Context: an optimization exercise on an open-source flow, tuned for a short achievable clock period and few clock cycles per item. The choices shown serve that exercise and are no tape-out recipe. In this exercise RTL edits were held to simulation tests only and were not proved equivalent to the original. Power figures rest on the tool's default switching activity, not on a simulated workload.

## run 1
==> flow/design.v (excerpt) <==
module s_curve_stepper_ramp_core #(
  parameter int RAMP_STEPS = 64
) (
  input  logic                   clk,
  input  logic                   rst_n,
  input  logic                   in_valid,
  output logic                   in_ready,
  input  logic [1:0]             in_command,
  input  logic [7:0]             in_table_index,
  input  logic [15:0]            in_table_value,
  input  logic signed [31:0]     in_steps,
  input  logic [15:0]            in_single_step_reload,
  output logic                   out_valid,
  input  logic                   out_ready,
  output logic [15:0]            out_reload,
  output logic [14:0]            out_compare,
  output logic                   out_direction,
  output logic                   out_timer_on,
  output logic                   out_moving,
  output logic [1:0]             out_phase,
  output logic signed [31:0]     out_position
);
Settings: LEC_CHECK=0, ABC_CLOCK_PERIOD_IN_PS=3000, CAP_MARGIN=20, CORE_MARGIN=2, CORE_UTILIZATION=70, CTS_CLUSTER_DIAMETER=100, CTS_CLUSTER_SIZE=25, SLEW_MARGIN=20, SYNTH_MEMORY_MAX_BITS=8192; clock period 10.0 ns.
standard.sh (not shown) runs the stock make flow with config.mk's settings and CLKGATE_MAP_FILE= SYNTH_SCRIPT=/design/flow/synth_recipe.tcl, a recipe that flattens the netlist after the stock synthesis.
==> flow/flow/run.sh <==
#!/bin/bash
# Standard synthesis and layout, with timing repair aimed well below the
# clock period (the SDC is the standard flow's, unchanged).
set -euo pipefail
MARGIN=${MARGIN:-7.1}
bash standard.sh synth > synth.log 2>&1
bash standard.sh SETUP_SLACK_MARGIN=$MARGIN finish > layout.log 2>&1
Testbench counts of run 1, summed over its fixed seeds: cycles 44,413, items 44,261.
#### Input delta (run 2 over run 1)
diff --git a/flow/design.v b/flow/design.v
--- a/flow/design.v
+++ b/flow/design.v
@@ -52,13 +52,13 @@
   assign in_k = {in_command == C_LOAD, in_command == C_REL, in_command == C_ABS,
                  in_command == C_TICK};
   assign in_a = (in_command == C_LOAD) ?
                 {25'd0, (in_table_index[7:6] == 2'b00), in_table_index[5:0]} : in_steps;
   assign in_b = (in_command == C_LOAD) ? in_table_value : in_single_step_reload;
   assign in_ready   = in_ready_r;
-  assign acc        = in_valid && in_ready_r;
+  assign acc        = in_valid && (if_cnt != 2'd2);
   assign if_cnt_nxt = if_cnt + {1'b0, acc} - {1'b0, if_pop};
   logic        xv;
   logic        x_load, x_rel, x_abs, x_tick, x_move;
   logic [31:0] xa;
   logic [15:0] xb;
   logic        cons;
@@ -326,52 +326,65 @@
   logic [RW-1:0] t_res;
   logic [RW-1:0] of_d [OF_D];
   logic [1:0]    of_wp, of_rp;
   logic [2:0]    of_cnt;
   logic          of_nz;
   logic          o_free, o_load, bypass;
-  logic          ov;
+  logic          ov, ov_i;    
   logic [RW-1:0] o_r;
   logic          taken_d;
   logic [3:0]    cr, cr_nxt;
   assign t_res  = {reload_r, t_dir, t_ton, t_mov, t_ph, t_pos};
   assign of_nz  = (of_cnt != 3'd0);
-  assign o_free = !ov || out_ready;
+  assign o_free = !ov_i || out_ready;
   assign o_load = o_free && (of_nz || tv);
   assign bypass = o_free && !of_nz && tv;
   assign cr_nxt = cr + {3'd0, cons} - {3'd0, taken_d};
   always_ff @(posedge clk) begin
     if (tv) of_d[of_wp] <= t_res;
   end
+  logic [RW-1:0] o_src, o_h;
+  logic [14:0]   oc_r;
+  assign o_src = of_nz ? of_d[of_rp] : t_res;
   always_ff @(posedge clk) begin
-    if (!rst_n) o_r <= '0;
-    else if (o_load) o_r <= of_nz ? of_d[of_rp] : t_res;
+    if (o_load) o_h <= o_src;
+  end
+  always_ff @(posedge clk) begin
+    if (!rst_n) begin
+      o_r  <= '0;
+      oc_r <= '1;
+    end else begin
+      o_r  <= o_load ? o_src : o_h;
+      oc_r <= o_load ? o_src[52:38] : o_h[52:38];
+    end
   end
   always_ff @(posedge clk) begin
     if (!rst_n) begin
       of_wp   <= '0;
       of_rp   <= '0;
       of_cnt  <= '0;
       ov      <= 1'b0;
+      ov_i    <= 1'b0;
       taken_d <= 1'b0;
       cr      <= '0;
       ok_r    <= 1'b1;
     end else begin
       if (tv && !bypass) of_wp <= of_wp + 2'd1;
       if (o_free && of_nz) of_rp <= of_rp + 2'd1;
       of_cnt  <= of_cnt + {2'd0, tv && !bypass} - {2'd0, o_free && of_nz};
-      ov      <= o_load || !o_free;
-      taken_d <= ov && out_ready;
+      ov      <= o_load || (ov && !out_ready);
+      ov_i    <= o_load || !o_free;
+      taken_d <= ov_i && out_ready;
       cr      <= cr_nxt;
       ok_r    <= cons ? (taken_d ? (cr < CR_LIM) : (cr < CR_LIM - 4'd1))
                       : (taken_d ? (cr <= CR_LIM) : (cr < CR_LIM));
     end
   end
   assign out_valid     = ov;
   assign out_reload    = o_r[52:37];
-  assign out_compare   = o_r[52:38];
+  assign out_compare   = oc_r;
   assign out_direction = o_r[36];
   assign out_timer_on  = o_r[35];
   assign out_moving    = o_r[34];
   assign out_phase     = o_r[33:32];
   assign out_position  = o_r[31:0];
 endmodule
Going from run 1 to run 2, number of levels in the clock H-tree ~0 delta; sequential share of layout area +1.0 points. Of run 1 and run 2, the lower total setup buffers inserted after CTS belongs to run 2. Delta (run 2 minus run 1): power of the sequential group rose about 4%, die area rose about 2%, pre-CTS worst setup slack rose 0.50 ns, arrival time of data at the critical path endpoint rose 2.61 ns, final hold slack rose 0.010 ns. Global-route wire length before repair is lower on run 1. Taking run 1 as the reference point, the end-of-flow core utilization of run 2 falls by 0.68 points. Per the comparison of run 2 with run 1, leakage power total picked up an extra 0.42 nW; cell area after technology mapping higher; fraction of power spent switching nets went up 0.33 points.
Testbench counts of run 2, summed over its fixed seeds: cycles 44,413, items 44,261.

re-timing with driven ports:
Ports are ideal in the flow. The routed layouts listed here were re-timed in OpenROAD.
Step 1: set_driving_cell puts a clkbuf_16 on clk and a buf_2 on each other input, an assumption about the parent block.
Step 2 moves the port delays by t, midway between the first and last clock arrival at a register: inputs arrive t later, outputs are due t later. That takes back most of the time a late clock gives input paths.
Slacks: ideal ports / drivers / drivers and shift; pairs: ideal ports / drivers.
run | t, ns | slack for setup (ns) | pins driven straight from the clock port
run 1 | 0.777 | 6.768 / 6.697 / 6.074 | 1
run 2 | 0.794 | 6.743 / 6.722 / 6.241 | 1
After both steps every run listed still meets setup and hold. For run 1, which loses most, drivers alone change the setup slack by -0.071 ns; drivers and shift together by -0.694 ns.
